Source: an optimization exercise on an open RTL-to-GDS flow (aim: small area and a short achievable clock period). Production flows keep margins and buffers that such runs may drop. Only simulation tests tie the RTL to the original design; equivalence was not proved.

sierra:
==> flow/design.v <==
module e_mdu_add35 #(
  parameter logic [34:0] SEC = 35'h0_2081_1111
) (
  input  logic [34:0] a,
  input  logic [34:0] b,
  input  logic        ci,
  output logic [34:0] s
);
  logic [34:0] s0;      
  logic [35:0] c;       
  logic [34:0] p;       
  logic [34:0] pa;      
  logic [35:0] si;      
  genvar j;
  generate
    for (j = 0; j < 35; j++) begin : g_bit
      logic cin;
      if (j == 0) begin : g_b0
        assign cin   = ci;
        assign p[j]  = 1'b1;
        assign si[j] = 1'b0;
      end else if (SEC[j]) begin : g_first
        assign cin   = 1'b0;
        assign p[j]  = 1'b1;
        assign si[j] = c[j] | (si[j-1] & pa[j-1]);
      end else begin : g_mid
        assign cin   = c[j];
        assign p[j]  = p[j-1] & s0[j-1];
        assign si[j] = si[j-1];
      end
      assign s0[j]  = a[j] ^ b[j] ^ cin;
      assign c[j+1] = (a[j] & b[j]) | (a[j] & cin) | (b[j] & cin);
      if (j == 0 || SEC[j]) begin : g_pa0
        assign pa[j] = s0[j];
      end else begin : g_pan
        assign pa[j] = pa[j-1] & s0[j];
      end
      assign s[j]   = s0[j] ^ (si[j] & p[j]);
    end
  endgenerate
endmodule
module e_mdu #(
  parameter int MULT_CYCLES = 5,
  parameter int DIV_CYCLES  = 10
) (
  input  logic        clk,
  input  logic        reset,
  input  logic [3:0]  E_MDUOp,
  input  logic        E_Start,
  input  logic [31:0] E_A,
  input  logic [31:0] E_B,
  input  logic        E_Req,
  output logic        E_Busy,
  output logic [31:0] E_RDHI,
  output logic [31:0] E_RDLO
);
  logic        r_busy, r_busy_o, r_last;
  logic        r_div, r_mul;      
  logic        r_sgn, r_sa, r_dsign;
  logic [3:0]  r_cnt;
  logic [31:0] r_hi, r_lo;
  logic [31:0] r_ma;     
  logic [34:0] r_mb;     
  logic [34:0] r_acc;    
  logic        r_one0, r_two0, r_neg0;   
  logic w_mul, w_div, w_sgn, w_start, w_ext;
  assign w_mul   = (E_MDUOp == 4'd1) | (E_MDUOp == 4'd2);
  assign w_div   = (E_MDUOp == 4'd3) | (E_MDUOp == 4'd4);
  assign w_sgn   = (E_MDUOp == 4'd1) | (E_MDUOp == 4'd3);
  assign w_start = ~r_busy & E_Start & (w_mul | w_div) & ~E_Req;
  assign w_ext   = (E_MDUOp == 4'd3) & E_A[31];
  logic [34:0] w_mext;
  assign w_mext = {{3{r_sgn & r_ma[31]}}, r_ma};
  logic [34:0] w_x [4];
  logic [34:0] w_y [4];
  logic [34:0] w_s [4];
  logic [3:0]  w_one, w_two, w_neg;
  logic [3:0]  w_abit;
  assign w_abit = {r_mb[32], r_mb[33], r_mb[34], 1'b0};
  function automatic logic [2:0] booth(input logic b2, input logic b1, input logic b0);
    booth = {b1 ^ b0, (b2 & ~b1 & ~b0) | (~b2 & b1 & b0), b2};
  endfunction
  genvar r;
  generate
    for (r = 0; r < 4; r++) begin : g_row
      if (r == 0) begin : g_r0
        assign w_x[r]   = r_acc;
        assign w_one[r] = r_one0;
        assign w_two[r] = r_two0;
        assign w_neg[r] = r_div ? ~(r_acc[34] ^ r_dsign) : r_neg0;
      end else begin : g_rn
        logic [2:0] d;
        assign d = booth(r_mb[2*r+1], r_mb[2*r], r_mb[2*r-1]);
        assign w_x[r]   = r_mul ? {{2{w_s[r-1][34]}}, w_s[r-1][34:2]}
                                : {w_s[r-1][33:0], w_abit[r]};
        assign w_one[r] = r_div | (~r_last & d[2]);
        assign w_two[r] = r_mul & ~r_last & d[1];
        assign w_neg[r] = r_div ? ~(w_s[r-1][33] ^ r_dsign) : (~r_last & d[0]);
      end
      assign w_y[r] = ((w_mext & {35{w_one[r]}}) | ({w_mext[33:0], 1'b0} & {35{w_two[r]}}))
                    ^ {35{w_neg[r]}};
      e_mdu_add35 u_add (.a(w_x[r]), .b(w_y[r]), .ci(w_neg[r]), .s(w_s[r]));
    end
  endgenerate
  logic [2:0] w_d0n;
  logic       w_lastn;
  assign w_lastn = r_busy & (r_cnt == 4'd2);
  assign w_d0n   = w_lastn ? {~r_sgn & r_mb[7], 2'b00}
                           : booth(r_mb[9], r_mb[8], r_mb[7]);
  logic w_rz, w_cz, w_usec, w_sub;
  assign w_rz   = (r_acc[34:1] == 34'd0);
  assign w_cz   = (w_s[0][34:1] == 34'd0);
  assign w_sub  = ~(r_acc[34] ^ r_dsign);
  assign w_usec = r_sa ? ((~r_acc[34] & ~w_rz) | w_cz) : r_acc[34];
  logic [30:0] w_qinc;
  logic [31:0] w_qc;
  assign w_qc[0] = w_usec & w_sub;
  genvar q;
  generate
    for (q = 0; q < 31; q++) begin : g_qinc
      assign w_qinc[q] = r_mb[q] ^ w_qc[q];
      assign w_qc[q+1] = r_mb[q] & w_qc[q];
    end
  endgenerate
  logic w_commit;
  assign w_commit = r_busy & r_last & ~(r_div & (r_ma == 32'd0));
  always_ff @(posedge clk) begin
    if (!reset) begin
      r_busy   <= 1'b0;
      r_busy_o <= 1'b0;
    end else if (!r_busy) begin
      r_busy   <= w_start;
      r_busy_o <= w_start;
    end else if (r_last) begin
      r_busy   <= 1'b0;
      r_busy_o <= 1'b0;
    end
  end
  always_ff @(posedge clk) begin
    r_last <= w_lastn;
  end
  always_ff @(posedge clk) begin
    if (!r_busy) begin
      r_cnt   <= w_div ? 4'(DIV_CYCLES) : 4'(MULT_CYCLES);
      r_div   <= w_div;
      r_mul   <= w_mul;
      r_sgn   <= w_sgn;
      r_sa    <= w_ext;
      r_dsign <= (E_MDUOp == 4'd3) & E_B[31];
      r_ma    <= E_B;
      r_mb    <= {{3{w_ext}}, E_A};
      r_acc   <= {35{w_ext}};
      {r_one0, r_two0, r_neg0} <= w_div ? 3'b100 : booth(E_A[1], E_A[0], 1'b0);
    end else begin
      r_cnt <= r_cnt - 4'd1;
      {r_one0, r_two0, r_neg0} <= r_div ? {~w_lastn, w_lastn, 1'b0} : w_d0n;
      if (r_div) begin
        r_acc <= {w_s[3][33:0], r_mb[31]};
        r_mb  <= {r_mb[30:0], w_neg[0], w_neg[1], w_neg[2], w_neg[3]};
      end else begin
        r_acc <= {{2{w_s[3][34]}}, w_s[3][34:2]};
        r_mb  <= {r_mb[34:33], r_mb[7], w_s[3][1:0], w_s[2][1:0], w_s[1][1:0],
                  w_s[0][1:0], r_mb[31:8]};
      end
    end
  end
  always_ff @(posedge clk) begin
    if (!reset) begin
      r_hi <= '0;
      r_lo <= '0;
    end else if (!r_busy) begin
      if (!E_Req && E_MDUOp == 4'd5) r_hi <= E_A;
      if (!E_Req && E_MDUOp == 4'd6) r_lo <= E_A;
    end else if (w_commit) begin
      if (r_div) begin
        r_hi <= w_usec ? w_s[0][32:1] : r_acc[32:1];
        r_lo <= {w_qinc, ~w_usec};
      end else begin
        r_hi <= w_s[0][31:0];
        r_lo <= r_mb[31:0];
      end
    end
  end
  assign E_Busy = r_busy_o;
  assign E_RDHI = r_hi;
  assign E_RDLO = r_lo;
endmodule
clock: 120.0 ns
lec_check: 0
abc_area: 1
cap_margin: 20
core_margin: 2
core_utilization: 40
cts_buf_list: sky130_fd_sc_hd__clkbuf_8
cts_cluster_diameter: 40
slew_margin: 20
buffer_ports_args: -buffer_cell sky130_fd_sc_hd__buf_1
setup_slack_margin: 94.75
standard.sh (not shown) runs the stock make flow with config.mk's settings and CLKGATE_MAP_FILE= SYNTH_SCRIPT=/design/flow/synth_recipe.tcl, a recipe that flattens the netlist after the stock synthesis.
==> flow/flow/run.sh <==
#!/bin/bash
set -euo pipefail
cat >> config.mk <<'EOC'
export BUFFER_PORTS_ARGS = -buffer_cell sky130_fd_sc_hd__buf_1
export SETUP_SLACK_MARGIN = 94.75
EOC
bash standard.sh > standard.log 2>&1
Per the final summary, sierra finished and its layout is clean on timing, DRC and antenna.
Inputs modified between sierra and onyx:
--- a/flow/design.v
+++ b/flow/design.v
@@ -55,14 +55,13 @@
   output logic [31:0] E_RDLO
 );
   logic        r_busy, r_busy_o, r_last;
-  logic        r_div, r_mul;      
-  logic        r_sgn, r_sa, r_dsign;
+  logic        r_div;             
+  logic        r_sgn, r_sa;
   logic [3:0]  r_cnt;
   logic [31:0] r_hi, r_lo;
   logic [31:0] r_ma;     
   logic [34:0] r_mb;     
   logic [34:0] r_acc;    
-  logic        r_one0, r_two0, r_neg0;   
   logic w_mul, w_div, w_sgn, w_start, w_ext;
   assign w_mul   = (E_MDUOp == 4'd1) | (E_MDUOp == 4'd2);
   assign w_div   = (E_MDUOp == 4'd3) | (E_MDUOp == 4'd4);
@@ -70,7 +69,9 @@
   assign w_start = ~r_busy & E_Start & (w_mul | w_div) & ~E_Req;
   assign w_ext   = (E_MDUOp == 4'd3) & E_A[31];
   logic [34:0] w_mext;
-  assign w_mext = {{3{r_sgn & r_ma[31]}}, r_ma};
+  logic        w_dsign;
+  assign w_dsign = r_sgn & r_ma[31];
+  assign w_mext  = {{3{w_dsign}}, r_ma};
   logic [34:0] w_x [4];
   logic [34:0] w_y [4];
   logic [34:0] w_s [4];
@@ -84,33 +85,32 @@
   generate
     for (r = 0; r < 4; r++) begin : g_row
       if (r == 0) begin : g_r0
+        logic [2:0] d;
+        assign d = booth(r_mb[1], r_mb[0], r_mb[32]);
         assign w_x[r]   = r_acc;
-        assign w_one[r] = r_one0;
-        assign w_two[r] = r_two0;
-        assign w_neg[r] = r_div ? ~(r_acc[34] ^ r_dsign) : r_neg0;
+        assign w_one[r] = r_div ? ~r_last : (r_last ? (~r_sgn & r_mb[32]) : d[2]);
+        assign w_two[r] = r_div ? r_last : (~r_last & d[1]);
+        assign w_neg[r] = r_div ? ~(r_acc[34] ^ w_dsign) : (~r_last & d[0]);
       end else begin : g_rn
         logic [2:0] d;
         assign d = booth(r_mb[2*r+1], r_mb[2*r], r_mb[2*r-1]);
-        assign w_x[r]   = r_mul ? {{2{w_s[r-1][34]}}, w_s[r-1][34:2]}
-                                : {w_s[r-1][33:0], w_abit[r]};
+        assign w_x[r]   = r_div ? {w_s[r-1][33:0], w_abit[r]}
+                                : {{2{w_s[r-1][34]}}, w_s[r-1][34:2]};
         assign w_one[r] = r_div | (~r_last & d[2]);
-        assign w_two[r] = r_mul & ~r_last & d[1];
-        assign w_neg[r] = r_div ? ~(w_s[r-1][33] ^ r_dsign) : (~r_last & d[0]);
+        assign w_two[r] = ~r_div & ~r_last & d[1];
+        assign w_neg[r] = r_div ? ~(w_s[r-1][33] ^ w_dsign) : (~r_last & d[0]);
       end
       assign w_y[r] = ((w_mext & {35{w_one[r]}}) | ({w_mext[33:0], 1'b0} & {35{w_two[r]}}))
                     ^ {35{w_neg[r]}};
       e_mdu_add35 u_add (.a(w_x[r]), .b(w_y[r]), .ci(w_neg[r]), .s(w_s[r]));
     end
   endgenerate
-  logic [2:0] w_d0n;
   logic       w_lastn;
   assign w_lastn = r_busy & (r_cnt == 4'd2);
-  assign w_d0n   = w_lastn ? {~r_sgn & r_mb[7], 2'b00}
-                           : booth(r_mb[9], r_mb[8], r_mb[7]);
   logic w_rz, w_cz, w_usec, w_sub;
   assign w_rz   = (r_acc[34:1] == 34'd0);
   assign w_cz   = (w_s[0][34:1] == 34'd0);
-  assign w_sub  = ~(r_acc[34] ^ r_dsign);
+  assign w_sub  = ~(r_acc[34] ^ w_dsign);
   assign w_usec = r_sa ? ((~r_acc[34] & ~w_rz) | w_cz) : r_acc[34];
   logic [30:0] w_qinc;
   logic [31:0] w_qc;
@@ -143,17 +143,13 @@
     if (!r_busy) begin
       r_cnt   <= w_div ? 4'(DIV_CYCLES) : 4'(MULT_CYCLES);
       r_div   <= w_div;
-      r_mul   <= w_mul;
       r_sgn   <= w_sgn;
       r_sa    <= w_ext;
-      r_dsign <= (E_MDUOp == 4'd3) & E_B[31];
       r_ma    <= E_B;
       r_mb    <= {{3{w_ext}}, E_A};
       r_acc   <= {35{w_ext}};
-      {r_one0, r_two0, r_neg0} <= w_div ? 3'b100 : booth(E_A[1], E_A[0], 1'b0);
     end else begin
       r_cnt <= r_cnt - 4'd1;
-      {r_one0, r_two0, r_neg0} <= r_div ? {~w_lastn, w_lastn, 1'b0} : w_d0n;
       if (r_div) begin
         r_acc <= {w_s[3][33:0], r_mb[31]};
         r_mb  <= {r_mb[30:0], w_neg[0], w_neg[1], w_neg[2], w_neg[3]};
Notes after the runs:
- Reported for sierra and onyx, number of hold-repair buffers added at the cts stage turned out identical to the last digit.
- onyx — share of the yosys chip area belonging to registers 0.42 points lower, sierra as reference
- A critical path startpoint of r_hi[2] is what sierra shows, while r_hi[31] belongs to onyx.
- Compared with sierra, placement density in the core of onyx is lower.
- onyx gives more number of cell instances on the worst register-to-register path than sierra did.
- The global-route usage in onyx sits 0.64 points above the value recorded for sierra.
- Taking sierra as the reference, in onyx area after synthesis shrank by about 1.3%.

==> what the ideal ports hide <==
The flow's constraints put no driver on any port. The routed layouts listed below were extracted and timed again, unchanged, in two steps.
Step 1 assumes that a clkbuf_16 drives the clock port and a buf_2 every other input.
Step 2 moves the port delays by t, midway between the first and last clock arrival at a register: inputs arrive t later, outputs are due t later. That takes back most of the time a late clock gives input paths.
Three values: ideal ports, drivers, drivers and shift; two values: the first two.
| run | shift t [ns] | slack for setup (ns) | worst setup path at the end | latest minus earliest clock arrival (ns) | slew at the worst register clock pin (ns) |
|---|---|---|---|---|---|
| sierra | 0.577 | 94.875 / 94.825 / 94.521 | input to register | 0.026 / 0.026 | 0.12 / 0.12 |
| onyx | 0.565 | 94.866 / 94.820 / 94.379 | input to register | 0.020 / 0.020 | 0.11 / 0.11 |
After both steps setup and hold are still met in every run listed. The setup slack of onyx, which loses most, moves by -0.046 ns with the drivers and by -0.487 ns with both steps.
